This design comes from an exercise in tuning for a short achievable clock period and few clock cycles on the open sky130 flow, not from production work.
Where RTL was checked, it was by simulation tests only, not by an equivalence proof against the original.
Only the layout flow was run in run 2; the RTL was not checked for function there.
No driver is modelled on the clock port, so clocking that relies on it looks cheaper here than on a real chip.
Power and IR drop assume default switching activity.

### flow/config.mk
export PLATFORM = sky130hd
export DESIGN_NAME = cpuTop
export DESIGN_NICKNAME = cpuTop
export VERILOG_FILES = /design/flow/design.v
export SDC_FILE = /design/flow/constraint.sdc
export NUM_CORES = 4
export LEC_CHECK = 0
export CAP_MARGIN = 20
export CORE_MARGIN = 2
export CORE_UTILIZATION = 40
export PLACE_DENSITY = 0.6
export SLEW_MARGIN = 20
export SYNTH_HIERARCHICAL = 1
export SYNTH_MINIMUM_KEEP_SIZE = 0
### flow/constraint.sdc
create_clock -name core_clock -period 8.0 [get_ports {clk}]
set_input_delay 1.6000 -clock core_clock [delete_from_list [all_inputs] [get_ports {clk}]]
set_output_delay 1.6000 -clock core_clock [all_outputs]
set_load 0.01 [all_outputs]
### flow/design.v
package cpuPkg;
    localparam int DataWidth    = 16;
    localparam int RegAddrWidth = 4;
    localparam logic [3:0] OpAdd   = 4'h8;
    localparam logic [3:0] OpSub   = 4'hC;
    localparam logic [3:0] OpNand  = 4'hB;
    localparam logic [3:0] OpOr    = 4'hF;
    localparam logic [3:0] OpAddi  = 4'h9;
    localparam logic [3:0] OpAddiu = 4'hA;
    localparam logic [3:0] OpSubi  = 4'hD;
    localparam logic [3:0] OpOri   = 4'h6;
    localparam logic [3:0] OpNandi = 4'h7;
    localparam logic [3:0] OpShift = 4'h0;
    localparam logic [3:0] ShiftLeft       = 4'd1;
    localparam logic [3:0] ShiftRightLogic = 4'd2;
    localparam logic [3:0] ShiftRightArith = 4'd3;
    localparam logic [3:0] OpBeq   = 4'h4;
    localparam logic [3:0] OpBne   = 4'h5;
    localparam logic [3:0] OpJump  = 4'h3;
    localparam logic [2:0] AluAdd  = 3'd0;
    localparam logic [2:0] AluSub  = 3'd1;
    localparam logic [2:0] AluSll  = 3'd2;
    localparam logic [2:0] AluSrl  = 3'd3;
    localparam logic [2:0] AluSra  = 3'd4;
    localparam logic [2:0] AluNand = 3'd5;
    localparam logic [2:0] AluOr   = 3'd6;
    localparam logic [1:0] ImmReg  = 2'd0;
    localparam logic [1:0] ImmSext = 2'd1;
    localparam logic [1:0] ImmZext = 2'd2;
    typedef union packed {
        struct packed {
            logic [3:0]              opcode;
            logic [RegAddrWidth-1:0] ra;
            logic [RegAddrWidth-1:0] rb;
            logic [RegAddrWidth-1:0] rc;
        } rView;
        struct packed {
            logic [3:0]              opcode;
            logic [RegAddrWidth-1:0] ra;
            logic [7:0]              imm8;
        } iView;
        struct packed {
            logic [3:0]  opcode;
            logic [11:0] imm12;
        } jView;
    } instrWord;
endpackage
module rdBit (
    input  logic [15:0] sel,
    input  logic [15:0] d,
    output logic        qn
);
    logic [7:0] t;
    logic [1:0] h;
    for (genvar k = 0; k < 8; k++) begin : g_t
        aoi22c u_t (.a1(sel[2*k]), .a2(d[2*k]), .b1(sel[2*k+1]), .b2(d[2*k+1]), .y(t[k]));
    end
    nand4c u_h0 (.a(t[0]), .b(t[1]), .c(t[2]), .d(t[3]), .y(h[0]));
    nand4c u_h1 (.a(t[4]), .b(t[5]), .c(t[6]), .d(t[7]), .y(h[1]));
    nor2c  u_q  (.a(h[0]), .b(h[1]), .y(qn));
endmodule
module aoi22c (input logic a1, input logic a2, input logic b1, input logic b2, output logic y);
    assign y = ~((a1 & a2) | (b1 & b2));
endmodule
module nor2c (input logic a, input logic b, output logic y);
    assign y = ~(a | b);
endmodule
module nand2bc (input logic an, input logic b, output logic y);
    assign y = ~(~an & b);
endmodule
module mux2c (input logic s, input logic a, input logic b, output logic y);
    assign y = s ? a : b;
endmodule
module invc (input logic a, output logic y);
    assign y = ~a;
endmodule
module opBit (
    input  logic sW,
    input  logic sX,
    input  logic sY,
    input  logic w,
    input  logic xn,
    input  logic yn,
    output logic q
);
    logic nw, nx, ny;
    nand2c  u_w (.a(sW), .b(w), .y(nw));
    nand2bc u_x (.an(xn), .b(sX), .y(nx));
    nand2bc u_y (.an(yn), .b(sY), .y(ny));
    nand3c u_q (.a(nw), .b(nx), .c(ny), .y(q));
endmodule
module nand2c (input logic a, input logic b, output logic y);
    assign y = ~(a & b);
endmodule
module nand3c (input logic a, input logic b, input logic c, output logic y);
    assign y = ~(a & b & c);
endmodule
module nand4c (input logic a, input logic b, input logic c, input logic d, output logic y);
    assign y = ~(a & b & c & d);
endmodule
module opSel (
    input  logic        sW,
    input  logic        sX,
    input  logic        sY,
    input  logic [15:0] w,
    input  logic [15:0] xn,
    input  logic [15:0] yn,
    output logic [15:0] q
);
    for (genvar i = 0; i < 16; i++) begin : g_b
        opBit u_b (.sW(sW), .sX(sX), .sY(sY), .w(w[i]), .xn(xn[i]), .yn(yn[i]), .q(q[i]));
    end
endmodule
module regRead (
    input  logic [255:0] regsFlat,
    input  logic [15:0]  sel,
    output logic [15:0]  rdn
);
    for (genvar i = 0; i < 16; i++) begin : g_b
        logic [15:0] col;
        for (genvar j = 0; j < 16; j++) begin : g_c
            assign col[j] = regsFlat[16*j + i];
        end
        rdBit u_b (.sel(sel), .d(col), .qn(rdn[i]));
    end
endmodule
module opBit4 (
    input  logic sW,
    input  logic sX,
    input  logic sY,
    input  logic sZ,
    input  logic w,
    input  logic xn,
    input  logic yn,
    input  logic z,
    output logic q
);
    logic nw, nx, ny, nz;
    nand2c  u_w (.a(sW), .b(w), .y(nw));
    nand2bc u_x (.an(xn), .b(sX), .y(nx));
    nand2bc u_y (.an(yn), .b(sY), .y(ny));
    nand2c  u_z (.a(sZ), .b(z), .y(nz));
    nand4c u_q (.a(nw), .b(nx), .c(ny), .d(nz), .y(q));
endmodule
module opSel4 (
    input  logic        sW,
    input  logic        sX,
    input  logic        sY,
    input  logic        sZ,
    input  logic [15:0] w,
    input  logic [15:0] xn,
    input  logic [15:0] yn,
    input  logic [15:0] z,
    output logic [15:0] q
);
    for (genvar i = 0; i < 16; i++) begin : g_b
        opBit4 u_b (.sW(sW), .sX(sX), .sY(sY), .sZ(sZ), .w(w[i]), .xn(xn[i]), .yn(yn[i]),
                    .z(z[i]), .q(q[i]));
    end
endmodule
import cpuPkg::*;
module pcUnit #(
    parameter logic [15:0] resetPc = '0
) (
    input  logic         rst,
    input  logic [15:0]  pcR,
    input  logic         reqR,
    input  logic [15:0]  iw,
    input  logic         eBr,
    input  logic         eBne,
    input  logic [3:0]   eOff,
    input  logic [15:0]  opA,
    input  logic [15:0]  opB,
    output logic [15:0]  pcD,
    output logic         reqD,
    output logic         brWaitD
);
    logic [3:0] op, fa, fb, fc;
    assign op = iw[15:12];
    assign fa = iw[11:8];
    assign fb = iw[7:4];
    assign fc = iw[3:0];
    logic isBr, isJmp;
    assign isBr  = (op == OpBeq) || (op == OpBne);
    assign isJmp = (op == OpJump);
    logic [14:0] pcInc, jt, btF, btE;
    ksAdd #(.W(15)) u_inc (.a(pcR[15:1]), .b(15'd0), .ci(1'b1), .s(pcInc));
    ksAdd #(.W(15)) u_jt  (.a(pcR[15:1]), .b({{3{iw[11]}}, iw[11:0]}), .ci(1'b1), .s(jt));
    ksAdd #(.W(15)) u_btf (.a(pcR[15:1]), .b({{11{fc[3]}}, fc}), .ci(1'b1), .s(btF));
    ksAdd #(.W(15)) u_bte (.a(pcR[15:1]), .b({{11{eOff[3]}}, eOff}), .ci(1'b0), .s(btE));
    logic brStatic, takenF, brWait;
    assign brStatic = (fa == fb) || (fc == 4'd0);
    assign takenF   = isBr && (fa == fb) && !op[0] && (fc != 4'd0);
    assign brWait   = isBr && !brStatic;
    logic eqE, takenE;
    assign eqE = (opA == opB);
    assign takenE = eBr && (eqE ^ eBne);
    logic selR, selJ, selB, selI, selE, selH;
    assign selR = rst;
    assign selJ = !rst && reqR && isJmp;
    assign selB = !rst && reqR && takenF;
    assign selI = !rst && reqR && !isJmp && !takenF;
    assign selE = !rst && !reqR && takenE;
    assign selH = !rst && !reqR && !takenE;
    pcMux u_mux (
        .selR (selR), .selJ (selJ), .selB (selB), .selI (selI), .selE (selE), .selH (selH),
        .rstV (resetPc[15:1]), .jt (jt), .btF (btF), .pcInc (pcInc), .btE (btE), .pcH (pcR[15:1]),
        .pcD  (pcD[15:1])
    );
    assign pcD[0]  = 1'b0;
    assign reqD    = rst || !(reqR && brWait);
    assign brWaitD = !rst && reqR && brWait;
endmodule
module pcMux (
    input  logic        selR,
    input  logic        selJ,
    input  logic        selB,
    input  logic        selI,
    input  logic        selE,
    input  logic        selH,
    input  logic [14:0] rstV,
    input  logic [14:0] jt,
    input  logic [14:0] btF,
    input  logic [14:0] pcInc,
    input  logic [14:0] btE,
    input  logic [14:0] pcH,
    output logic [14:0] pcD
);
    assign pcD = ({15{selR}} & rstV) | ({15{selJ}} & jt) | ({15{selB}} & btF)
               | ({15{selI}} & pcInc) | ({15{selE}} & btE) | ({15{selH}} & pcH);
endmodule
module aluUnit (
    input  logic [15:0] opA,
    input  logic [15:0] opB,
    input  logic        eSub,
    input  logic        eArith,
    input  logic        eNand,
    input  logic        eOr,
    input  logic        eSll,
    input  logic        eSrl,
    input  logic        eSra,
    input  logic [3:0]  eShamt,
    output logic [15:0] res
);
    logic [15:0] bX, sum, logicRes;
    assign bX = opB ^ {16{eSub}};
    ksAdd #(.W(16)) u_add (.a(opA), .b(bX), .ci(eSub), .s(sum));
    always_comb begin
        logicRes = '0;
        if (eNand) logicRes = logicRes | ~(opA & opB);
        if (eOr)   logicRes = logicRes | (opA | opB);
        if (eSll)  logicRes = logicRes | (opA << eShamt);
        if (eSrl)  logicRes = logicRes | (opA >> eShamt);
        if (eSra)  logicRes = logicRes | 16'($signed(opA) >>> eShamt);
    end
    assign res = eArith ? sum : logicRes;
endmodule
module ksAdd #(
    parameter int W = 16
) (
    input  logic [W-1:0] a,
    input  logic [W-1:0] b,
    input  logic         ci,
    output logic [W-1:0] s,
    output logic [W-1:0] pOut,    
    output logic [W-1:0] cOut     
);
    localparam int L = (W > 8) ? 4 : (W > 4) ? 3 : (W > 2) ? 2 : 1;
    logic [W-1:0] g [L+1];
    logic [W-1:0] p [L+1];
    logic [W-1:0] p0;
    for (genvar i = 0; i < W; i++) begin : g_pg
        if (i == 0) begin : g_first
            addCell0 u_c (.a(a[i]), .b(b[i]), .ci(ci), .g(g[0][i]), .p(p0[i]));
        end else begin : g_rest
            addPg u_c (.a(a[i]), .b(b[i]), .g(g[0][i]), .p(p0[i]));
        end
    end
    assign p[0] = p0;
    for (genvar l = 1; l <= L; l++) begin : g_l
        for (genvar i = 0; i < W; i++) begin : g_i
            if (i >= (1 << (l - 1))) begin : g_comb
                if (l % 2 == 1) begin : g_odd
                    pfxTrueIn u_c (.gh(g[l-1][i]), .ph(p[l-1][i]),
                                   .gl(g[l-1][i - (1 << (l - 1))]), .pl(p[l-1][i - (1 << (l - 1))]),
                                   .gn(g[l][i]), .pn(p[l][i]));
                end else begin : g_even
                    pfxInvIn u_c (.ghn(g[l-1][i]), .phn(p[l-1][i]),
                                  .gln(g[l-1][i - (1 << (l - 1))]), .pln(p[l-1][i - (1 << (l - 1))]),
                                  .g(g[l][i]), .p(p[l][i]));
                end
            end else begin : g_pass
                pfxInv u_g (.a(g[l-1][i]), .y(g[l][i]));
                pfxInv u_p (.a(p[l-1][i]), .y(p[l][i]));
            end
        end
    end
    assign pOut = p0;
    assign cOut[0] = ci;
    for (genvar i = 1; i < W; i++) begin : g_c
        if (L % 2 == 0) begin : g_ct
            assign cOut[i] = g[L][i-1];
        end else begin : g_cn
            assign cOut[i] = ~g[L][i-1];
        end
    end
    for (genvar i = 0; i < W; i++) begin : g_s
        if (i == 0) begin : g_s0
            addSum u_c (.p(p0[i]), .c(ci), .s(s[i]));
        end else if (L % 2 == 0) begin : g_st
            addSum u_c (.p(p0[i]), .c(g[L][i-1]), .s(s[i]));
        end else begin : g_sn
            addSumN u_c (.p(p0[i]), .cn(g[L][i-1]), .s(s[i]));
        end
    end
endmodule
module addCell0 (input logic a, input logic b, input logic ci, output logic g, output logic p);
    assign g = (a & b) | ((a | b) & ci);
    assign p = a ^ b;
endmodule
module addPg (input logic a, input logic b, output logic g, output logic p);
    assign g = a & b;
    assign p = a ^ b;
endmodule
module pfxTrueIn (input logic gh, input logic ph, input logic gl, input logic pl,
                  output logic gn, output logic pn);
    assign gn = ~(gh | (ph & gl));
    assign pn = ~(ph & pl);
endmodule
module pfxInvIn (input logic ghn, input logic phn, input logic gln, input logic pln,
                 output logic g, output logic p);
    assign g = ~(ghn & (phn | gln));
    assign p = ~(phn | pln);
endmodule
module pfxInv (input logic a, output logic y);
    assign y = ~a;
endmodule
module addSum (input logic p, input logic c, output logic s);
    assign s = p ^ c;
endmodule
module addSumN (input logic p, input logic cn, output logic s);
    assign s = ~(p ^ cn);
endmodule
import cpuPkg::*;
module cpuTop #(
    parameter logic [DataWidth-1:0] resetPc = '0
) (
    input  logic                    clk,
    input  logic                    rst,
    output logic [DataWidth-1:0]    pc,
    output logic                    instrReq,
    input  cpuPkg::instrWord                instr,
    output logic                    regWrEn,
    output logic [RegAddrWidth-1:0] regWrAddr,
    output logic [DataWidth-1:0]    regWrData
);
    logic [15:0] pcR;
    logic        reqR;
    logic [15:0] regs [16];
    logic        eWr;         
    logic        eBr;         
    logic        eBne;
    logic [3:0]  eRa;
    logic [15:0] opA, opB;        
    logic [3:0]  eShamt;
    logic [3:0]  eOff;
    logic        eSub, eArith, eNand, eOr, eSll, eSrl, eSra;
    logic        wrEnR;
    logic [3:0]  wrAddrR;
    logic [15:0] wrDataR;
    logic [15:0] wbData;
    logic [15:0] wSel;
    assign pc        = pcR;
    assign instrReq  = reqR;
    assign regWrEn   = wrEnR;
    assign regWrAddr = wrAddrR;
    assign regWrData = wrDataR;
    logic [15:0] iw;
    logic [3:0]  op, fa, fb, fc;
    assign iw = instr;
    assign op = iw[15:12];
    assign fa = iw[11:8];
    assign fb = iw[7:4];
    assign fc = iw[3:0];
    logic isR, isImm, isShift, isBr, isWr;
    logic dSub, dArith, dNand, dOr, dSll, dSrl, dSra;
    always_comb begin
        isR = 1'b0; isImm = 1'b0; isShift = 1'b0; isBr = 1'b0;
        dSub = 1'b0; dArith = 1'b0; dNand = 1'b0; dOr = 1'b0;
        dSll = 1'b0; dSrl = 1'b0; dSra = 1'b0;
        case (op)
            OpAdd:   begin isR = 1'b1;   dArith = 1'b1; end
            OpSub:   begin isR = 1'b1;   dArith = 1'b1; dSub = 1'b1; end
            OpNand:  begin isR = 1'b1;   dNand = 1'b1; end
            OpOr:    begin isR = 1'b1;   dOr   = 1'b1; end
            OpAddi:  begin isImm = 1'b1; dArith = 1'b1; end
            OpAddiu: begin isImm = 1'b1; dArith = 1'b1; end
            OpSubi:  begin isImm = 1'b1; dArith = 1'b1; dSub = 1'b1; end
            OpOri:   begin isImm = 1'b1; dOr   = 1'b1; end
            OpNandi: begin isImm = 1'b1; dNand = 1'b1; end
            OpShift: begin
                case (fc)
                    ShiftLeft:       begin isShift = 1'b1; dSll = 1'b1; end
                    ShiftRightLogic: begin isShift = 1'b1; dSrl = 1'b1; end
                    ShiftRightArith: begin isShift = 1'b1; dSra = 1'b1; end
                    default: ;
                endcase
            end
            OpBeq, OpBne: isBr = 1'b1;
            default: ;
        endcase
        isWr = isR | isImm | isShift;
    end
    logic [255:0] regsFlat;
    logic [15:0]  selA, selB, selC;
    logic [15:0]  rdAn, rdBn, rdCn;    
    assign regsFlat[15:0] = '0;
    for (genvar j = 1; j < 16; j++) begin : g_flat
        assign regsFlat[16*j +: 16] = wSel[j] ? wbData : regs[j];
    end
    always_comb begin
        for (int j = 0; j < 16; j++) begin
            selA[j] = (fa == j[3:0]);
            selB[j] = (fb == j[3:0]);
            selC[j] = (fc == j[3:0]);
        end
    end
    regRead u_rda (.regsFlat(regsFlat), .sel(selA), .rdn(rdAn));
    regRead u_rdb (.regsFlat(regsFlat), .sel(selB), .rdn(rdBn));
    regRead u_rdc (.regsFlat(regsFlat), .sel(selC), .rdn(rdCn));
    logic eNz, f1a, f1b, f1c;
    assign eNz = eWr && (eRa != 4'd0);
    assign f1a = eNz && (fa == eRa);
    assign f1b = eNz && (fb == eRa);
    assign f1c = eNz && (fc == eRa);
    logic        fwdA, fwdB;
    logic [15:0] immVal, opAD, opBD;
    assign fwdA   = isR ? f1b : f1a;
    assign fwdB   = (isR && f1c) || (isBr && f1b);
    assign immVal = {{8{iw[7] & (op != OpAddiu)}}, iw[7:0]};
    opSel u_opa (
        .sW (fwdA), .sX (isR && !fwdA), .sY (!isR && !fwdA),
        .w  (res),  .xn (rdBn),         .yn (rdAn),
        .q  (opAD)
    );
    opSel4 u_opb (
        .sW (fwdB), .sX (isR && !fwdB), .sY (isBr && !fwdB), .sZ (!isR && !isBr && !fwdB),
        .w  (res),  .xn (rdCn),         .yn (rdBn),          .z  (immVal),
        .q  (opBD)
    );
    logic [15:0] pcD;
    logic        reqD, brWaitD;
    pcUnit #(
        .resetPc (resetPc)
    ) u_pc (
        .rst       (rst),
        .pcR       (pcR),
        .reqR      (reqR),
        .iw        (iw),
        .eBr       (eBr),
        .eBne      (eBne),
        .eOff      (eOff),
        .opA       (opA),
        .opB       (opB),
        .pcD       (pcD),
        .reqD      (reqD),
        .brWaitD   (brWaitD)
    );
    logic [15:0] res;
    aluUnit u_alu (
        .opA    (opA),
        .opB    (opB),
        .eSub   (eSub),
        .eArith (eArith),
        .eNand  (eNand),
        .eOr    (eOr),
        .eSll   (eSll),
        .eSrl   (eSrl),
        .eSra   (eSra),
        .eShamt (eShamt),
        .res    (res)
    );
    always_ff @(posedge clk) begin
        pcR  <= pcD;
        reqR <= reqD;
        eBr  <= brWaitD;
        if (rst) begin
            eWr     <= 1'b0;
            wrEnR   <= 1'b0;
        end else begin
            eWr   <= reqR && isWr;
            wrEnR <= eWr;
        end
    end
    always_ff @(posedge clk) begin
        for (int j = 0; j < 16; j++) begin
            wSel[j] <= !rst && eWr && (j != 0) && (eRa == j[3:0]);
        end
    end
    always_ff @(posedge clk) begin
        eRa     <= fa;
        eBne    <= op[0];
        eShamt  <= fb;
        eOff    <= fc;
        eSub    <= dSub;
        eArith  <= dArith;
        eNand   <= dNand;
        eOr     <= dOr;
        eSll    <= dSll;
        eSrl    <= dSrl;
        eSra    <= dSra;
        opA     <= opAD;
        opB     <= opBD;
        wrAddrR <= eRa;
        wrDataR <= res;
        if (eWr) begin
            wbData <= res;
        end
    end
    assign regs[0] = '0;
    for (genvar j = 1; j < 16; j++) begin : g_rf
        always_ff @(posedge clk) begin
            if (rst) begin
                regs[j] <= '0;
            end else if (wSel[j]) begin
                regs[j] <= wbData;
            end
        end
    end
endmodule
### flow/flow/run.sh
#!/bin/bash
# The standard layout (standard.sh) with these changes:
#  - no full-adder extraction in synthesis (ADDER_MAP_FILE empty), so the
#    hand-built prefix adders keep their structure;
#  - timing repair may swap cells across footprints (MATCH_CELL_FOOTPRINT 0);
#  - timing repair aims at a setup margin of 5.4 ns;
#  - ports are buffered with buf_8 cells.
# make's full output goes to make_finish.log; ORFS's per-step logs stay under orfs/logs.
set -euo pipefail
bash standard.sh ADDER_MAP_FILE= MATCH_CELL_FOOTPRINT=0 SETUP_SLACK_MARGIN=5.4 \
    "BUFFER_PORTS_ARGS=-buffer_cell sky130_fd_sc_hd__buf_8" finish > make_finish.log 2>&1
### flow/standard.sh
#!/bin/bash
# synth_recipe.tcl (not shown) runs the flow's synth.tcl, then flattens the netlist and writes it again
# the make line also repeats each setting of config.mk as NAME=value (left out here)
make -C /OpenROAD-flow-scripts/flow DESIGN_CONFIG=/design/flow/config.mk WORK_HOME=/design/flow/orfs CLKGATE_MAP_FILE= SYNTH_SCRIPT=/design/flow/synth_recipe.tcl "${@:-finish}"
==> results of run 1 <==
[repair_timing]
item,CTS,global route
pin swaps,54,118
setup endpoints to repair,231,121
cloned,4,18
hold endpoints to repair,0,0
buffers inserted,104,87
resized for setup,206,182
[flip-flops by register name, indices dropped and copies added (netlist names), 15 cells and up]
register,flops
wbData,16
pcR,16
opA,16
wSel,15
regs,240
wrDataR,16
opB,16
[metal layers]
layer,routed length (µm),GRT usage (%),vias to the layer above,part of all wire [%]
met4,6310,15.4,6,5.7
li1,-,-,11000,-
met1,44900,38.7,12400,41
met5,37,0,-,0.034
met3,10700,5.50,379,9.7
met2,48500,45.7,1423,44
[stage by stage]
step	instance area (µm²)	setup WS (ps)	util, %	hold slack [ps]
2_1_floorplan	28000	4880	-	332
4_1_cts	33500	5270	50.1	565
3_5_place_dp	29600	3860	44.2	560
3_3_place_gp	29500	3920	44.2	562
5_1_grt	35700	5200	53.3	582
6_report	35700	5250	53.3	569
[worst min path at each step]
stage / to / cells past startpoint / start
2_1_floorplan: wrAddrR[1] / 0 / eRa[1]
3_3_place_gp: wrAddrR[3] / 1 / eRa[3]
3_5_place_dp: wrAddrR[3] / 1 / eRa[3]
4_1_cts: wrAddrR[3] / 1 / eRa[3]
5_1_grt: wrAddrR[3] / 1 / eRa[3]
6_report: wrAddrR[3] / 1 / eRa[3]
[worst max-delay path: cells and delay by family]
family          cells  cell delay (ps)
compound gates      2              380
xor+xnor            1              170
buf+inv             3              530
simple gates        3              630
[final cells by class]
type                    count  area [µm²]  share of cell area [%]
clock inverters            24         377                    1.06
well taps                 873        1090                    3.06
inverters                  90         345                   0.968
diodes                      1        2.50                 0.00702
repair inverters            1        7.51                  0.0211
multi-input cells        2355       20900                    58.5
flip-flops and latches    363        7550                    21.2
repair buffers            310        4030                    11.3
clock buffers              60        1380                    3.87
[power by group through the flow]
stage	Sequential (mW)	Clock, mW	Combinational [mW]
3_5_place_dp	2.20	0	1.96
3_3_place_gp	2.20	0	1.95
4_1_cts	2.07	2.42	2.30
6_report	2.07	2.39	2.55
2_1_floorplan	2.07	0	1.45
5_1_grt	2.08	2.49	2.70
==> flow_summary.toml, run 1 <==
[status]
outcome = "timing/DRC/antenna clean"

[global_route]
antenna_found_initial = 5
vias_in_the_first_global_route = 24200
grt-ovfl-total = 0
globalRouteTotalUtil_pct = 29.4
grt_max_degree = 104
global_route_wire_length_before_repair_um = 156000

[placed_design]
detailed_place_hpwl_um = 68400
io_buffer_count = 55
placedCellCount = 3779
routabilityCongestion = 0.968

[clock_tree]
worstSkewPairLatency_ps = 630
clock_tree.htree_level_count = 2
tritoncts = "built"
cts-root-buf = "sky130_fd_sc_hd__clkbuf_16"
hold_buffers = 0
clock-sinks = 363
cts_buffers = 45
clkTransAtPathRegs_ps = 60
cts.path.max_buffers = 3

[cells_and_area]
layout.cells.most_common = "sky130_fd_sc_hd__a22oi_2"
share_of_layout_cells_above_drive_strength_1_pct = 49.5
final_cell_mix = "sky130_fd_sc_hd__a22oi_2, sky130_fd_sc_hd__dfxtp_1, sky130_fd_sc_hd__nor2b_1, sky130_fd_sc_hd__mux2_2, sky130_fd_sc_hd__nand2_1"
syn_to_final_growth_pct = 32.4
final_nets = 3184
n_fill_cell = 5754
instances_no_fill = 4077

[sta]
final_period_util_pct = 34.4
hold_viol = 0
finalClockSkew_ps = 50.2
finalSetupViolations = 0
total_negative_setup_slacks_ps = 0
post-route-min-period_ps = 2750
relSlewSlack_pct = 19.9
unrepaired_setup_endpoints_after_global_routing = "true"
worstMarginPinSlew_ps = 1200
report.final.slew_viol_count = 0
achievable-frequency_mhz = 363

[power]
internal_power_mw = 4.36
switching_share_pct = 38.0
share_comb_of_total_power_pct = 36.3
p_leak_nw = 13.2
netSwitchingPower_mw = 2.66
irDropWorstVdd_mv = 0.162
finalPower_mw = 7.02
seqPwrFrac_pct = 29.6
clockPowerShare_pct = 34.1
power_density_nw_per_um2 = 197

[worst_setup_path]
timing.critical_path.cells = "buf_12, buf_4, xor2_1, nor4_2, o211ai_1, o31ai_4, clkbuf_16, nand2_1, nand4_1"
critical-path-max-stage-delay_ps = 460
crit-reg2reg-capture = "opA[15]"
worstSetupStartpointType = "input pin"
crit_path_max_fanout = 8
worst-setup-path-type = "in2reg"
crit_slowest_cell = "sky130_fd_sc_hd__nor4_2"
timing.critical_path.to_type = "flip-flop"
r2r_slack_ps = 5290
arrival_ps = 3300
timing.reg2reg.worst_path_depth = 10
worst_r2r_startpoint = "opB[1]"
worst_setup_path_startpoint = "instr[0]"
crit_path_end = "opB[11]"
timing.critical_path.required_ps = 8550

[floorplan]
rows = 95
y_dimension_of_the_die_um = 263
ioPinCount = 56
core-area_um2 = 66900
fp.dieArea_um2 = 69400
initial_core_util_pct = 40.2
die_width_um = 263

[yosys]
synthCells = 2845
average_instance_area_after_synthesis_um2 = 9.46
syn_area_um2 = 26900
ys_warn_count = 17

[routing]
drt_pre_antenna_iters = 5
postRouteWirelength_um = 110000
postRouteAntennaNets = 0
detailroute.via_count = 25200
drt-initial-drc-count = 2768
post_drt_via_cell_ratio = 6.18
route.detailed.drc = 0
detail_route.wl_per_cell_um = 27.1

[worst_hold_path]
hold_removal_path_class = "reg2reg"

[run]
max-cap-violations = 0
Testbench counts, summed over its fixed seeds: cycles 25,372.
==> run 2: changes to the inputs <==
--- a/flow/design.v
+++ b/flow/design.v
@@ -186,5 +186,7 @@
     logic [14:0] pcInc, jt, btF, btE;
     ksAdd #(.W(15)) u_inc (.a(pcR[15:1]), .b(15'd0), .ci(1'b1), .s(pcInc));
-    ksAdd #(.W(15)) u_jt  (.a(pcR[15:1]), .b({{3{iw[11]}}, iw[11:0]}), .ci(1'b1), .s(jt));
+    logic [14:0] jtP, jtC;
+    ksAdd #(.W(15)) u_jt  (.a(pcR[15:1]), .b({{3{iw[11]}}, iw[11:0]}), .ci(1'b1), .s(jt),
+                           .pOut(jtP), .cOut(jtC));
     ksAdd #(.W(15)) u_btf (.a(pcR[15:1]), .b({{11{fc[3]}}, fc}), .ci(1'b1), .s(btF));
     ksAdd #(.W(15)) u_bte (.a(pcR[15:1]), .b({{11{eOff[3]}}, eOff}), .ci(1'b0), .s(btE));
@@ -203,9 +205,13 @@
     assign selE = !rst && !reqR && takenE;
     assign selH = !rst && !reqR && !takenE;
+    logic [14:0] rest;
     pcMux u_mux (
-        .selR (selR), .selJ (selJ), .selB (selB), .selI (selI), .selE (selE), .selH (selH),
+        .selR (selR), .selJ (1'b0), .selB (selB), .selI (selI), .selE (selE), .selH (selH),
         .rstV (resetPc[15:1]), .jt (jt), .btF (btF), .pcInc (pcInc), .btE (btE), .pcH (pcR[15:1]),
-        .pcD  (pcD[15:1])
+        .pcD  (rest)
     );
+    for (genvar i = 0; i < 15; i++) begin : g_jb
+        jtBit u_jb (.c(jtC[i]), .p(jtP[i]), .sJ(selJ), .rest(rest[i]), .q(pcD[i+1]));
+    end
     assign pcD[0]  = 1'b0;
     assign reqD    = rst || !(reqR && brWait);
@@ -230,4 +236,17 @@
                | ({15{selI}} & pcInc) | ({15{selE}} & btE) | ({15{selH}} & pcH);
 endmodule
+module jtBit (
+    input  logic c,
+    input  logic p,
+    input  logic sJ,
+    input  logic rest,
+    output logic q
+);
+    logic pn, x1, x0;
+    invc  u_pn (.a(p), .y(pn));
+    mux2c u_x1 (.s(sJ), .a(pn), .b(rest), .y(x1));
+    mux2c u_x0 (.s(sJ), .a(p), .b(rest), .y(x0));
+    mux2c u_q  (.s(c), .a(x1), .b(x0), .y(q));
+endmodule
 module aluUnit (
     input  logic [15:0] opA,
==> run 2 against run 1 <==
  * Sequential power is 5% higher
  * Register-to-register slack lost 320 ps
  * Sequential share of layout area up 0.21 points
  * Total power grew 9.6%
  * Critical path type unchanged
==> flow_summary.toml, run 2 <==
[status]
outcome = "timing/DRC/antenna clean"

[routing]
wl_met3_um = 9550
highest-signal-layer = "met4"
postRouteWirelength_um = 108000
postRouteAntennaNets = 0
wl_met2_um = 48500
detail_route.wl_per_cell_um = 26.0
drt_pre_antenna_iters = 5
route.detailed.drc = 0
post_drt_via_cell_ratio = 6.01
wl_met1_um = 45300
drt-initial-drc-count = 2252
detailroute.via_count = 24900

[floorplan]
fp.dieArea_um2 = 71300
rows = 96
y_dimension_of_the_die_um = 267
ioPinCount = 56
die_width_um = 267
core-area_um2 = 68600
initial_core_util_pct = 40.3

[power]
p_leak_nw = 13.0
irDropWorstVdd_mv = 0.160
power_density_nw_per_um2 = 218

[worst_setup_path]
arrival_ps = 3670
r2r_slack_ps = 4970
crit_path_max_fanout = 16
timing.critical_path.required_ps = 8490
worst-setup-path-type = "in2reg"
worstSetupStartpointType = "input pin"
timing.reg2reg.worst_path_depth = 10
timing.critical_path.to_type = "flip-flop"

[cells_and_area]
n_fill_cell = 6092
final_cell_mix = "sky130_fd_sc_hd__a22oi_2, sky130_fd_sc_hd__dfxtp_1, sky130_fd_sc_hd__nor2b_1, sky130_fd_sc_hd__mux2_2, sky130_fd_sc_hd__nand2_1"
finalCoreUtilization_pct = 51.5
max_flop_register = "regs"
largest_register_ffs = 240
share_of_layout_cells_above_drive_strength_1_pct = 47.9
layout.cells.most_common = "sky130_fd_sc_hd__a22oi_2"
syn_to_final_growth_pct = 27.6
postLayoutCellArea_um2 = 35300
final_nets = 3197

[global_route]
grt_max_degree = 104
grt-ovfl-total = 0
vias_in_the_first_global_route = 24600
antenna_found_initial = 2
global_route_wire_length_before_repair_um = 158000
globalRouteTotalUtil_pct = 29.4

[run]
max-cap-violations = 0

[sta]
final_period_util_pct = 39.8
worstMarginPinSlew_ps = 1190
report.final.slew_viol_count = 0
total_negative_setup_slacks_ps = 0
finalHoldWorstSlack_ps = 610
finalClockSkew_ps = 40.5
final.setup.worst_slack_ps = 4820
hold_viol = 0
relSlewSlack_pct = 20.9
finalSetupViolations = 0
post-route-min-period_ps = 3180
unrepaired_setup_endpoints_after_global_routing = "true"
achievable-frequency_mhz = 314

[yosys]
ys_warn_count = 17
syn_area_um2 = 27700
synthCells = 2906
average_instance_area_after_synthesis_um2 = 9.52

[clock_tree]
cts.path.max_buffers = 3
tritoncts = "built"
clkTransAtPathRegs_ps = 60
hold_buffers = 0
cts_buffers = 45
worstSkewPairLatency_ps = 610
clock_tree.htree_level_count = 2
clock-sinks = 363
cts-root-buf = "sky130_fd_sc_hd__clkbuf_16"

[placed_design]
placed_area_um2 = 30200
post-place-ws_ps = 3920
routabilityCongestion = 0.967
detailed_place_hpwl_um = 69100
io_buffer_count = 55

[worst_hold_path]
hold_removal_path_class = "reg2reg"
number_of_cells_on_the_worst_hold_path = 0
[run 2: repair_timing]
action	4_1_cts	5_1_grt
cloned	11	0
gates resized for setup	285	80
setup buffers	120	28
pin swaps	126	48
endpoints found under the setup margin	207	106
[run 2: stage by stage]
stage / instances / total power, mW
finish: 4150 / 7.69
global route: 4146 / 8.00
CTS: 4118 / 7.56
detailed placement: 3904 / 4.99
global placement: 3903 / 4.96
floorplan: 3011 / 4.16
[run 2: final timing paths]
kind | end | startpoint
max reg2reg | pcR[14] | opA[4]
min reg2reg | wrAddrR[0] | eRa[0]
min | wrAddrR[0] | eRa[0]
max | opB[8] | instr[1]
[run 2: report_power, final]
group | internal [mW] | leakage, nW | switching, mW | total [mW]
registers | 1.94 | 2.99 | 0.246 | 2.18
logic | 1.41 | 9.25 | 1.94 | 3.36
clock network | 1.28 | 0.771 | 0.879 | 2.16
[run 2: critical path, stage by stage]
cell	delay (ps)
sky130_fd_sc_hd__buf_12	130
sky130_fd_sc_hd__nand2_1	440
sky130_fd_sc_hd__nor3_4	50
sky130_fd_sc_hd__buf_4	260
sky130_fd_sc_hd__a22oi_2	190
sky130_fd_sc_hd__nand4_1	270
sky130_fd_sc_hd__nor2_1	430
sky130_fd_sc_hd__nand2b_1	170
sky130_fd_sc_hd__nand4_1	90
[run 2: final cells by class]
class	instances	area, µm²	area share, %
timing repair buffer	256	3250	9.20
timing repair inverter	1	7.51	0.0213
tap	931	1160	3.30
antenna	4	10.0	0.0284
clock buffer	63	1310	3.70
clock inverter	20	254	0.720
multi-input combinational	2407	21400	60.5
inverter	105	402	1.14
sequential	363	7550	21.4
[run 2: per-layer routing]
layer  global-route usage (%)  vias up
met3                     6.44      278
met2                     45.9     1213
met4                     12.5        0
met1                     39.0    12400
li1                         -    11100
met5                        0        -
==> run 3: changes to the inputs <==
--- a/flow/design.v
+++ b/flow/design.v
@@ -186,7 +186,5 @@
     logic [14:0] pcInc, jt, btF, btE;
     ksAdd #(.W(15)) u_inc (.a(pcR[15:1]), .b(15'd0), .ci(1'b1), .s(pcInc));
-    logic [14:0] jtP, jtC;
-    ksAdd #(.W(15)) u_jt  (.a(pcR[15:1]), .b({{3{iw[11]}}, iw[11:0]}), .ci(1'b1), .s(jt),
-                           .pOut(jtP), .cOut(jtC));
+    ksAdd #(.W(15)) u_jt  (.a(pcR[15:1]), .b({{3{iw[11]}}, iw[11:0]}), .ci(1'b1), .s(jt));
     ksAdd #(.W(15)) u_btf (.a(pcR[15:1]), .b({{11{fc[3]}}, fc}), .ci(1'b1), .s(btF));
     ksAdd #(.W(15)) u_bte (.a(pcR[15:1]), .b({{11{eOff[3]}}, eOff}), .ci(1'b0), .s(btE));
@@ -205,13 +203,9 @@
     assign selE = !rst && !reqR && takenE;
     assign selH = !rst && !reqR && !takenE;
-    logic [14:0] rest;
     pcMux u_mux (
-        .selR (selR), .selJ (1'b0), .selB (selB), .selI (selI), .selE (selE), .selH (selH),
+        .selR (selR), .selJ (selJ), .selB (selB), .selI (selI), .selE (selE), .selH (selH),
         .rstV (resetPc[15:1]), .jt (jt), .btF (btF), .pcInc (pcInc), .btE (btE), .pcH (pcR[15:1]),
-        .pcD  (rest)
+        .pcD  (pcD[15:1])
     );
-    for (genvar i = 0; i < 15; i++) begin : g_jb
-        jtBit u_jb (.c(jtC[i]), .p(jtP[i]), .sJ(selJ), .rest(rest[i]), .q(pcD[i+1]));
-    end
     assign pcD[0]  = 1'b0;
     assign reqD    = rst || !(reqR && brWait);
@@ -236,17 +230,4 @@
                | ({15{selI}} & pcInc) | ({15{selE}} & btE) | ({15{selH}} & pcH);
 endmodule
-module jtBit (
-    input  logic c,
-    input  logic p,
-    input  logic sJ,
-    input  logic rest,
-    output logic q
-);
-    logic pn, x1, x0;
-    invc  u_pn (.a(p), .y(pn));
-    mux2c u_x1 (.s(sJ), .a(pn), .b(rest), .y(x1));
-    mux2c u_x0 (.s(sJ), .a(p), .b(rest), .y(x0));
-    mux2c u_q  (.s(c), .a(x1), .b(x0), .y(q));
-endmodule
 module aluUnit (
     input  logic [15:0] opA,
==> flow/flow/run.sh (replaced) <==
#!/bin/bash
# The standard layout (standard.sh) with these changes:
#  - no full-adder extraction in synthesis (ADDER_MAP_FILE empty), so the
#    hand-built prefix adders keep their structure;
#  - timing repair may swap cells across footprints (MATCH_CELL_FOOTPRINT 0);
#  - ports are buffered with buf_8 cells;
#  - timing repair aims at a setup margin of 5.4 ns up to CTS, with extra
#    repair passes at the end of CTS (flow/extra_cts.tcl), and 5.25 ns after.
# Each make run's full output goes to its own log here; ORFS's per-step logs
# stay under orfs/logs.
set -euo pipefail
KNOBS=(ADDER_MAP_FILE= MATCH_CELL_FOOTPRINT=0 "BUFFER_PORTS_ARGS=-buffer_cell sky130_fd_sc_hd__buf_8")
bash standard.sh "${KNOBS[@]}" SETUP_SLACK_MARGIN=5.4 "POST_CTS_TCL=$PWD/flow/extra_cts.tcl" cts \
    > make_cts.log 2>&1
bash standard.sh "${KNOBS[@]}" SETUP_SLACK_MARGIN=5.25 finish > make_finish.log 2>&1
==> flow/flow/extra_cts.tcl (new file) <==
# Sourced at the end of ORFS's CTS step (POST_CTS_TCL). The step's own setup
# repair aims past what the output paths can reach and stops improving once
# they are the worst; these passes aim just below that, so the repair keeps
# working on the internal and input paths.
foreach margin {5.2 5.3} {
  repair_timing -setup -setup_margin $margin -hold_margin 0 -repair_tns 100 -verbose
}
detailed_placement
check_placement -verbose
==> run 3 against run 2 <==
  * Clock skew increased by 7.1 ps
  * Total power decreased by 11%
  * Sequential power decreased by 5%
  * Register-to-register slack improved by 310 ps
  * Cell area decreased by 4.6%
  * Synthesized cell count decreased by 2.1%
  * Critical path depth unchanged
  * Die area decreased by 2.6%
  * Sequential cell count unchanged
  * Utilization decreased by 1.1 points
  * Non-clock buffer count decreased by 47
  * Critical endpoint is now opA[15]
  * Global-route usage about the same
==> flow_summary.toml, run 3 <==
[worst_hold_path]
whs_endpoint = "wrAddrR[3]"
worst_hold_startpoint = "eRa[3]"
number_of_cells_on_the_worst_hold_path = 1
hold_removal_path_class = "reg2reg"

[status]
outcome = "timing/DRC/antenna clean"

[worst_setup_path]
timing.reg2reg.worst_path_depth = 6
timing.critical_path.to_type = "flip-flop"
crit-reg2reg-capture = "opA[6]"
worst_r2r_startpoint = "wSel[13]"
worstSetupStartpointType = "input pin"
arrival_ps = 3230
worst-setup-path-type = "in2reg"
crit_path_max_fanout = 16
r2r_slack_ps = 5280
timing.critical_path.required_ps = 8480

[placed_design]
routabilityCongestion = 0.968
detailed_place_hpwl_um = 68400
placedCellCount = 3779
io_buffer_count = 55
post-place-ws_ps = 3860

[sta]
total_negative_setup_slacks_ps = 0
post-route-min-period_ps = 2750
finalSetupViolations = 0
final_period_util_pct = 34.4
hold_viol = 0
relSlewSlack_pct = 18.7
unrepaired_setup_endpoints_after_global_routing = "true"
report.final.slew_viol_count = 0
worstMarginPinSlew_ps = 1220
achievable-frequency_mhz = 364
final.setup.worst_slack_ps = 5250
finalClockSkew_ps = 47.6

[cells_and_area]
final_nets = 3083
layout.cells.most_common = "sky130_fd_sc_hd__a22oi_2"
syn_to_final_growth_pct = 25.1
finalCoreUtilization_pct = 50.3
footprint_of_the_flip_flops_and_latches_um2 = 7540
n_fill_cell = 6038
max_flop_register = "regs"
area_taken_by_multi_input_logic_gates_um2 = 20200
instances_no_fill = 3977
largest_register_ffs = 240
final_cell_mix = "sky130_fd_sc_hd__a22oi_2, sky130_fd_sc_hd__dfxtp_1, sky130_fd_sc_hd__nor2b_1, sky130_fd_sc_hd__mux2_2, sky130_fd_sc_hd__nand2_1"
share_of_layout_cells_above_drive_strength_1_pct = 44.9

[clock_tree]
tritoncts = "built"
clock-sinks = 363
worstSkewPairLatency_ps = 630
clkTransAtPathRegs_ps = 60

[routing]
detail_route.wl_per_cell_um = 26.2
route.detailed.drc = 0
postRouteAntennaNets = 0
drt_pre_antenna_iters = 7
drt-initial-drc-count = 2413
post_drt_via_cell_ratio = 6.12
postRouteWirelength_um = 104000
detailroute.via_count = 24400

[global_route]
grt-ovfl-total = 0
vias_in_the_first_global_route = 24200
grt_max_degree = 104
global_route_wire_length_before_repair_um = 156000
globalRouteTotalUtil_pct = 29.4
antenna_found_initial = 6

[power]
p_leak_nw = 12.2
power_density_nw_per_um2 = 202
irDropWorstVdd_mv = 0.162

[run]
max-cap-violations = 0

[yosys]
synthCells = 2845
average_instance_area_after_synthesis_um2 = 9.46
ys_warn_count = 17
syn_area_um2 = 26900

[floorplan]
initial_core_util_pct = 40.2
die_width_um = 263
core-area_um2 = 66900
y_dimension_of_the_die_um = 263
fp.dieArea_um2 = 69400
ioPinCount = 56
rows = 95
-- run 3: critical path, stage by stage --
cell and delay, ps:
sky130_fd_sc_hd__buf_16 160, sky130_fd_sc_hd__nand2b_4 210, sky130_fd_sc_hd__nor2_2 60, sky130_fd_sc_hd__buf_8 180, sky130_fd_sc_hd__a22oi_2 160, sky130_fd_sc_hd__nand4_1 310, sky130_fd_sc_hd__nor2_1 240, sky130_fd_sc_hd__nand2b_1 160
sky130_fd_sc_hd__nand3_2 100
-- run 3: how the worst max path moves through the flow --
stage / from / end / slack (ps) / depth (start not counted)
floorplan: instr[4] / opB[0] / 4880 / 8
global placement: rst / regs[12][8] / 3920 / 4
detailed placement: rst / regs[3][14] / 3860 / 4
global route: eSub / opA[9] / 5170 / 13
finish: instr[5] / opA[15] / 5250 / 9
-- run 3: cell type report --
class,count,area share [%]
Timing Repair Buffer,209,8.11
Tap cell,873,3.24
Clock inverter,24,1.12
Inverter,90,1.03
Antenna cell,2,0.0149
Multi-Input combinational cell,2355,60.0
Clock buffer,60,4.10
Timing Repair inverter,1,0.0149
Sequential cell,363,22.4
-- run 3: metal layers --
| layer | wire (µm) | GRT usage, % |
|---|---|---|
| met5 | 26 | 0 |
| met3 | 9140 | 5.50 |
| met2 | 46200 | 45.7 |
| met1 | 43100 | 38.7 |
| met4 | 5860 | 15.4 |
-- run 3: where the power goes --
part / switching [mW] / internal (mW)
logic: 1.47 / 0.885
registers: 0.152 / 1.92
clock network: 0.927 / 1.46
total: 2.55 / 4.26
-- run 3: through the flow --
step	power [mW]	hold WS, ps	instance area, µm²
6_report	6.82	585	33700
5_1_grt	7.08	593	33700
3_5_place_dp	4.17	560	29600
3_3_place_gp	4.15	562	29500
2_1_floorplan	3.51	332	28000
Testbench counts of run 3, summed over its fixed seeds: cycles 25,372.
==> run 4: changes to the inputs <==
--- a/flow/config.mk
+++ b/flow/config.mk
@@ -8,6 +8,6 @@
 export CAP_MARGIN = 20
 export CORE_MARGIN = 2
-export CORE_UTILIZATION = 40
-export PLACE_DENSITY = 0.6
+export CORE_UTILIZATION = 50
+export PLACE_DENSITY = 0.65
 export SLEW_MARGIN = 20
 export SYNTH_HIERARCHICAL = 1
==> run 4 against run 3 <==
  * Critical endpoint is now opB[3]
  * Cell area down 0.14%
  * Still clean on timing, DRC and antenna
  * Via count up 2.1%
  * Largest cell class unchanged
  * Global-route usage up 8.2 points
  * Maximum frequency down 3.1%
  * Non-clock buffer count up 41
  * Clock-buffer cell count up 2
  * Total power down 5.4%
  * Combinational power about the same
  * Clock skew down 20 ps
  * Sequential power about the same
==> flow_summary.toml, run 4 <==
[floorplan]
core-area_um2 = 53500
y_dimension_of_the_die_um = 236
fp.dieArea_um2 = 55700
initial_core_util_pct = 50.3
die_width_um = 236
ioPinCount = 56
rows = 85

[global_route]
grt_max_degree = 90
antenna_found_initial = 2
vias_in_the_first_global_route = 24400
grt-ovfl-total = 0
global_route_wire_length_before_repair_um = 158000
globalRouteTotalUtil_pct = 37.6

[clock_tree]
clkTransAtPathRegs_ps = 60
worstSkewPairLatency_ps = 590
clock-sinks = 363
tritoncts = "built"

[placed_design]
io_buffer_count = 55
routabilityCongestion = 0.975
detailed_place_hpwl_um = 67900
post-place-ws_ps = 3900

[power]
p_leak_nw = 12.3
power_density_nw_per_um2 = 192
irDropWorstVdd_mv = 0.181

[sta]
final.setup.worst_slack_ps = 5160
total_negative_setup_slacks_ps = 0
unrepaired_setup_endpoints_after_global_routing = "true"
finalSetupViolations = 0
achievable-frequency_mhz = 352
post-route-min-period_ps = 2840
hold_viol = 0
relSlewSlack_pct = 18.8
worstMarginPinSlew_ps = 1210
finalClockSkew_ps = 27.8
report.final.slew_viol_count = 0
final_period_util_pct = 35.5

[routing]
postRouteWirelength_um = 107000
post_drt_via_cell_ratio = 6.49
detail_route.wl_per_cell_um = 27.9
drt-initial-drc-count = 2649
route.detailed.drc = 0
detailroute.via_count = 24900
drt_pre_antenna_iters = 6
postRouteAntennaNets = 0

[worst_setup_path]
arrival_ps = 3260
timing.critical_path.to_type = "flip-flop"
critical_path.n_buffers_inverters = 2
worstSetupStartpointType = "input pin"
crit_path_max_fanout = 16
crit_slowest_cell = "sky130_fd_sc_hd__nand4_1"
critical-path-top-delay-family = "simple AND/OR/NAND/NOR gates"
timing.critical_path.required_ps = 8420
critical-path-max-stage-delay_ps = 340
worst-setup-path-type = "in2reg"
timing.critical_path.cells = "buf_12, nand2b_4, nor2_4, buf_12, a22oi_2, nand4_1, nor2_1, nand2b_1, nand4_1"

[yosys]
syn_area_um2 = 26900
synthCells = 2845
ys_warn_count = 17
average_instance_area_after_synthesis_um2 = 9.46

[cells_and_area]
syn_to_final_growth_pct = 24.9
final_nets = 3122
largest_register_ffs = 240
max_flop_register = "regs"
layout.cells.most_common = "sky130_fd_sc_hd__a22oi_2"
final_cell_mix = "sky130_fd_sc_hd__a22oi_2, sky130_fd_sc_hd__dfxtp_1, sky130_fd_sc_hd__nor2b_1, sky130_fd_sc_hd__mux2_2, sky130_fd_sc_hd__nand2_1"
share_of_layout_cells_above_drive_strength_1_pct = 45.1

[run]
max-cap-violations = 0

[status]
outcome = "timing/DRC/antenna clean"

[worst_hold_path]
hold_removal_path_class = "reg2reg"
-- run 4: final cells by class --
class	instances	area [µm²]
clock inverter	15	170
timing repair inverter	1	7.51
tap	696	871
clock buffer	62	1250
timing repair buffer	250	3300
inverter	90	342
multi-input combinational	2355	20100
fill	4403	19900
sequential	363	7540
antenna	2	5.00
-- run 4: metrics by stage --
stage | util [%] | cells | total power [mW] | hold slack [ps] | cell area, µm²
2_1_floorplan | - | 2943 | 3.51 | 332 | 28000
3_3_place_gp | 54.8 | 3603 | 4.14 | 572 | 29300
3_5_place_dp | 55.0 | 3609 | 4.15 | 562 | 29400
5_1_grt | 62.9 | 3832 | 6.69 | 633 | 33600
6_report | 62.9 | 3834 | 6.44 | 630 | 33600
-- run 4: worst paths after layout --
path,slack [ps],to,cells past startpoint,startpoint
worst max-delay path,5160,opB[3],9,instr[2]
worst min-delay path,630,wrAddrR[0],0,eRa[0]
worst max register to register,5270,opB[3],6,wSel[6]
worst min register to register,630,wrAddrR[0],0,eRa[0]
-- run 4: where the power goes --
| part | internal (mW) | total, mW | switching, mW | leakage [nW] |
|---|---|---|---|---|
| clock | 1.16 | 2.01 | 0.848 | 0.689 |
| sequential | 1.92 | 2.08 | 0.160 | 2.99 |
| combinational | 0.889 | 2.36 | 1.47 | 8.58 |
-- run 4: layer usage --
metal / track usage, % / wire length (µm)
met1: 50.7 / 43800
met2: 56.2 / 45400
met3: 8.71 / 11500
met4: 18.5 / 6110
met5: 0 / 0
-- run 4: worst register-to-register path: cells and delay by family (launching register included) --
family | cells | cell delay [ps]
simple gates | 4 | 790
mux | 1 | 490
compound gates | 1 | 190
flops | 1 | 1120
==> run 5: changes to the inputs <==
--- a/flow/config.mk
+++ b/flow/config.mk
@@ -8,6 +8,6 @@
 export CAP_MARGIN = 20
 export CORE_MARGIN = 2
-export CORE_UTILIZATION = 50
-export PLACE_DENSITY = 0.65
+export CORE_UTILIZATION = 60
+export PLACE_DENSITY = 0.75
 export SLEW_MARGIN = 20
 export SYNTH_HIERARCHICAL = 1
==> run 5 against run 4 <==
  * Routed wire length fell by 4.7%
  * Non-clock buffer count fell by 36
  * Combinational power rose by 2%
  * Largest power group unchanged
  * Synthesized area did not move
  * Synthesized cell count did not move
  * Via count barely moved
==> flow_summary.toml, run 5 <==
[cells_and_area]
final_cell_mix = "sky130_fd_sc_hd__a22oi_2, sky130_fd_sc_hd__dfxtp_1, sky130_fd_sc_hd__nor2b_1, sky130_fd_sc_hd__mux2_2, sky130_fd_sc_hd__nand2_1"
share_of_layout_cells_above_drive_strength_1_pct = 44.6
largest_register_ffs = 240
final_nets = 3083
syn_to_final_growth_pct = 23.0
layout.cells.most_common = "sky130_fd_sc_hd__a22oi_2"
max_flop_register = "regs"

[routing]
detail_route.wl_per_cell_um = 27.6
post_drt_via_cell_ratio = 6.73
drt-initial-drc-count = 3011
detailroute.via_count = 24900
postRouteWirelength_um = 102000
drt_pre_antenna_iters = 6
postRouteAntennaNets = 0
route.detailed.drc = 0

[worst_setup_path]
worst-setup-path-type = "in2reg"
critical_path.n_buffers_inverters = 2
timing.critical_path.required_ps = 8470
timing.reg2reg.worst_path_depth = 11
cp.depth = 9
worst_setup_path_startpoint = "instr[9]"
arrival_ps = 3250
worst_r2r_startpoint = "opB[7]"
worstSetupStartpointType = "input pin"
crit_slowest_cell = "sky130_fd_sc_hd__nand4_1"
timing.critical_path.mode_cell = "sky130_fd_sc_hd__nor2_2"
timing.critical_path.to_type = "flip-flop"
crit-reg2reg-capture = "opA[9]"
crit_path_end = "opA[15]"
crit_path_max_fanout = 16
r2r_slack_ps = 5290
timing.critical_path.cells = "buf_8, nand2b_4, nor2_2, buf_6, a22oi_2, nand4_1, nor2_2, nand2b_1, nand3_1"
critical-path-max-stage-delay_ps = 280
critical-path-top-delay-family = "simple AND/OR/NAND/NOR gates"

[floorplan]
core-area_um2 = 44200
y_dimension_of_the_die_um = 216
rows = 77
fp.dieArea_um2 = 46600
ioPinCount = 56
initial_core_util_pct = 60.9
die_width_um = 216

[clock_tree]
tritoncts = "built"
clock-sinks = 363
clkTransAtPathRegs_ps = 60
worstSkewPairLatency_ps = 610

[sta]
hold_viol = 0
total_negative_setup_slacks_ps = 0
finalSetupViolations = 0
worstMarginPinSlew_ps = 1220
achievable-frequency_mhz = 359
final_period_util_pct = 34.8
report.final.slew_viol_count = 0
final.setup.worst_slack_ps = 5220
post-route-min-period_ps = 2780
unrepaired_setup_endpoints_after_global_routing = "true"
finalClockSkew_ps = 35.4
relSlewSlack_pct = 18.6

[power]
irDropWorstVdd_mv = 0.189
p_leak_nw = 12.0
power_density_nw_per_um2 = 194

[global_route]
globalRouteTotalUtil_pct = 43.1
grt-ovfl-total = 0
global_route_wire_length_before_repair_um = 153000
vias_in_the_first_global_route = 24500
grt_max_degree = 103
antenna_found_initial = 7

[status]
outcome = "timing/DRC/antenna clean"

[placed_design]
post-place-ws_ps = 3960
io_buffer_count = 55
routabilityCongestion = 0.998
detailed_place_hpwl_um = 65100

[yosys]
ys_warn_count = 17
syn_area_um2 = 26900
average_instance_area_after_synthesis_um2 = 9.46
synthCells = 2845

[run]
max-cap-violations = 0

[worst_hold_path]
worst_hold_startpoint = "eRa[0]"
hold_removal_path_class = "reg2reg"
[run 5: power breakdown]
group          switching (mW)  internal [mW]
clock network           0.818           1.10
logic                    1.50          0.913
registers               0.170           1.92
total                    2.49           3.93
[run 5: layer usage]
| metal | part of all wire, % | GRT usage, % | up-vias |
|---|---|---|---|
| met5 | 0.011 | 0 | - |
| met1 | 40 | 55.9 | 12000 |
| met2 | 42 | 63.8 | 1634 |
| li1 | - | - | 10700 |
| met3 | 12 | 12.2 | 442 |
| met4 | 6.5 | 25.2 | 2 |
[run 5: cell type report]
cell class / instances / area [µm²]
Antenna cell: 4 / 10.0
Clock buffer: 54 / 1120
Clock inverter: 18 / 221
Fill cell: 3139 / 11100
Inverter: 90 / 345
Multi-Input combinational cell: 2355 / 20300
Sequential cell: 363 / 7550
Tap cell: 592 / 741
Timing Repair Buffer: 214 / 2830
Timing Repair inverter: 1 / 7.51
[run 5: how the worst min path moves through the flow]
stage / depth (start not counted) / endpoint
floorplan: 0 / wrAddrR[1]
global placement: 2 / eWr
detailed placement: 2 / eWr
global route: 0 / wrAddrR[1]
finish: 0 / wrAddrR[0]
[run 5: stage by stage]
step                      std cells  hold WS [ps]  power [mW]  instance area [µm²]  util (%)
after floorplan                2943           332        3.51                28000         -
after global placement         3494           562        4.12                29200      65.9
after detailed placement       3497           567        4.14                29200      66.1
after global routing           3687           643        6.63                33100      74.9
final                          3691           622        6.42                33100      74.9
==> run 6: changes to the inputs <==
==> flow/flow/run.sh (replaced) <==
#!/bin/bash
# The standard layout (standard.sh) with these changes:
#  - no full-adder extraction in synthesis (ADDER_MAP_FILE empty), so the
#    hand-built prefix adders keep their structure;
#  - timing repair may swap cells across footprints (MATCH_CELL_FOOTPRINT 0);
#  - ports are buffered with buf_8 cells;
set -euo pipefail
F=$PWD/flow
KNOBS=(ADDER_MAP_FILE= MATCH_CELL_FOOTPRINT=0 "BUFFER_PORTS_ARGS=-buffer_cell sky130_fd_sc_hd__buf_8"
       SETUP_SLACK_MARGIN=5.55)
bash standard.sh "${KNOBS[@]}" "POST_CTS_TCL=$F/extra_cts.tcl" cts > make_cts.log 2>&1
bash standard.sh "${KNOBS[@]}" "PRE_GLOBAL_ROUTE_TCL=$F/relax_outputs.tcl" \
    "POST_GLOBAL_ROUTE_TCL=$F/restore_outputs.tcl" finish > make_finish.log 2>&1
==> flow/flow/extra_cts.tcl (replaced) <==
source [file join [file dirname [info script]] relax_outputs.tcl]
repair_timing -setup -setup_margin 5.6 -hold_margin 0 -repair_tns 100 -verbose
detailed_placement
check_placement -verbose
source [file join [file dirname [info script]] restore_outputs.tcl]
==> flow/flow/relax_outputs.tcl (new file) <==
# Optimisation aid: while the timing repair runs, the output ports' external
# delay is lowered so that the repair, which stops improving once its worst
# path cannot be improved, is not held up by the output paths (flip-flop to
# port, nothing to repair there) and keeps working on the other paths.
# restore_outputs.tcl puts the design's output delay back before the step
# writes its results.
set_output_delay 0.8 -clock [get_clocks core_clock] [all_outputs]
==> flow/flow/restore_outputs.tcl (new file) <==
# Puts back the design's output delay (20% of the 8 ns period), see
# relax_outputs.tcl.
set_output_delay 1.6 -clock [get_clocks core_clock] [all_outputs]
--- a/flow/config.mk
+++ b/flow/config.mk
@@ -8,6 +8,6 @@
 export CAP_MARGIN = 20
 export CORE_MARGIN = 2
-export CORE_UTILIZATION = 60
-export PLACE_DENSITY = 0.75
+export CORE_UTILIZATION = 40
+export PLACE_DENSITY = 0.6
 export SLEW_MARGIN = 20
 export SYNTH_HIERARCHICAL = 1
==> run 6 against run 5 <==
  * Routed wire length grew 13%
  * Maximum frequency grew 2.4%
  * Clock skew grew 3.0 ps
  * Hold slack gained 35 ps
==> flow_summary.toml, run 6 <==
[floorplan]
core-area_um2 = 66900
initial_core_util_pct = 40.2
y_dimension_of_the_die_um = 263
die_width_um = 263
ioPinCount = 56
rows = 95
fp.dieArea_um2 = 69400

[routing]
drt-initial-drc-count = 3136
detailroute.via_count = 25900
highest-signal-layer = "met5"
post_drt_via_cell_ratio = 6.29
postRouteWirelength_um = 115000
route.detailed.drc = 0
wl_met1_um = 45700
drt_pre_antenna_iters = 8
wl_met2_um = 49900
postRouteAntennaNets = 0
detail_route.wl_per_cell_um = 27.8
wl_met3_um = 11600

[cells_and_area]
final_nets = 3234
largest_register_ffs = 240
syn_to_final_growth_pct = 36.0
footprint_of_the_flip_flops_and_latches_um2 = 7560
n_fill_cell = 5714
max_flop_register = "regs"
final_cell_mix = "sky130_fd_sc_hd__a22oi_2, sky130_fd_sc_hd__dfxtp_1, sky130_fd_sc_hd__nor2b_1, sky130_fd_sc_hd__mux2_2, sky130_fd_sc_hd__buf_4"
instances_no_fill = 4125
layout.cells.most_common = "sky130_fd_sc_hd__a22oi_2"
share_of_layout_cells_above_drive_strength_1_pct = 51.8
area_taken_by_multi_input_logic_gates_um2 = 21300

[placed_design]
detailed_place_hpwl_um = 69100
placedCellCount = 3786
routabilityCongestion = 0.928
io_buffer_count = 55
post-place-ws_ps = 4230

[sta]
final.setup.worst_slack_ps = 5280
finalSetupViolations = 0
total_negative_setup_slacks_ps = 0
worstMarginPinSlew_ps = 1190
achievable-frequency_mhz = 368
relSlewSlack_pct = 20.3
final_period_util_pct = 34.0
hold_viol = 0
finalClockSkew_ps = 38.3
report.final.slew_viol_count = 0
post-route-min-period_ps = 2720

[yosys]
average_instance_area_after_synthesis_um2 = 9.46
ys_warn_count = 17
synthCells = 2845
syn_area_um2 = 26900

[worst_setup_path]
worstSetupStartpointType = "input pin"
critical-path-max-stage-delay_ps = 220
worst-setup-path-type = "in2reg"
crit_path_max_fanout = 7
cp.depth = 11
timing.critical_path.cells = "buf_16, nand2b_4, nor2_4, buf_12, buf_8, buf_6, a22oi_2, nand4_1, nor2_1, nand2b_1, nand3_1"
timing.critical_path.to_type = "flip-flop"
timing.reg2reg.worst_path_depth = 13
crit_slowest_cell = "sky130_fd_sc_hd__nand2b_4"
arrival_ps = 3230
critical_path.n_buffers_inverters = 4
critical-path-top-delay-family = "simple AND/OR/NAND/NOR gates"
timing.critical_path.required_ps = 8510

[power]
irDropWorstVdd_mv = 0.144
p_leak_nw = 13.5
power_density_nw_per_um2 = 190

[clock_tree]
worstSkewPairLatency_ps = 630
tritoncts = "built"
clkTransAtPathRegs_ps = 60
clock-sinks = 363

[global_route]
global_route_wire_length_before_repair_um = 166000
grt-ovfl-total = 0
vias_in_the_first_global_route = 25100
globalRouteTotalUtil_pct = 31.5
grt_max_degree = 108
antenna_found_initial = 2

[status]
outcome = "timing/DRC/antenna clean"

[worst_hold_path]
hold_removal_path_class = "reg2reg"
number_of_cells_on_the_worst_hold_path = 2

[run]
max-cap-violations = 0
[run 6: changes by cell type in the layout (fill, tap and decap cells not counted), sizes merged]
cell	delta
diode	-3
buf	+125
clkinv	-1
clkbuf	+28
clkinvlp	+3
bufinv	-1
inv	+2
[run 6: final timing paths]
| kind | from | end | slack, ps |
|---|---|---|---|
| worst min register to register | regs[8][10] | regs[8][10] | 660 |
| worst max register to register | eSub | opA[11] | 5310 |
| worst min-delay path | regs[8][10] | regs[8][10] | 660 |
| worst max-delay path | instr[4] | opA[9] | 5280 |
[run 6: power by group]
| group | internal (mW) | switching (mW) |
|---|---|---|
| Combinational | 1.05 | 1.67 |
| Clock | 1.25 | 0.894 |
| Sequential | 1.92 | 0.160 |
| Total | 4.23 | 2.72 |
[run 6: final cells by class]
class | instances | area share, %
sequential | 363 | 20.6
multi-input combinational | 2355 | 58.3
inverter | 90 | 0.943
timing repair buffer | 359 | 12.9
timing repair inverter | 1 | 0.0205
tap | 873 | 2.98
clock inverter | 21 | 0.612
antenna | 1 | 0.00684
clock buffer | 62 | 3.67
[run 6: routing by layer]
layer	GRT usage [%]	vias to the layer above
li1	-	11000
met1	41.2	12800
met2	48.1	1644
met3	6.25	447
met4	18.2	2
met5	0	-
[run 6: through the flow]
step	instance area, µm²	hold slack, ps	util (%)	power, mW
3_5_place_dp	29700	576	44.3	4.19
2_1_floorplan	28000	332	-	3.51
6_report	36600	657	54.7	6.95
3_3_place_gp	29600	572	44.2	4.18
[run 6: worst reg2reg max path, delay by kind of cell (launching register included)]
kind | cells | cell delay, ps
xor gates and xnor gates | 3 | 730
DFF | 1 | 400
and+or+nand+nor | 3 | 290
AOI/OAI and AO/OA | 3 | 690
buffers and inverters | 4 | 510

static timing again, ports no longer ideal:
How much do the figures lean on ideal ports? The routed layouts below were timed once more, with nothing changed but the port constraints.
Step 1 sets driving cells, clkbuf_16 on the clock port and buf_2 on the other inputs (assumed; they add their load-dependent delay and slew).
Step 2 moves the port delays by t, midway between the first and last clock arrival at a register: inputs arrive t later, outputs are due t later. That takes back most of the time a late clock gives input paths.
Three values: ideal, step 1, step 2; two values: the first two.
run | shift t [ns] | setup slack, ns | clock arrival spread, ns
run 1 | 0.660 | 5.245 / 5.112 / 4.452 | 0.053 / 0.052
run 2 | 0.653 | 4.819 / 4.708 / 4.055 | 0.040 / 0.040
run 3 | 0.656 | 5.250 / 5.122 / 4.466 | 0.051 / 0.050
run 4 | 0.639 | 5.161 / 5.065 / 4.426 | 0.033 / 0.034
run 5 | 0.653 | 5.216 / 5.018 / 4.365 | 0.037 / 0.036
run 6 | 0.667 | 5.281 / 5.081 / 4.414 | 0.039 / 0.039
After both steps every run listed still meets setup and hold. The setup slack of run 6, which loses most, moves by -0.200 ns with the drivers and by -0.867 ns with both steps.
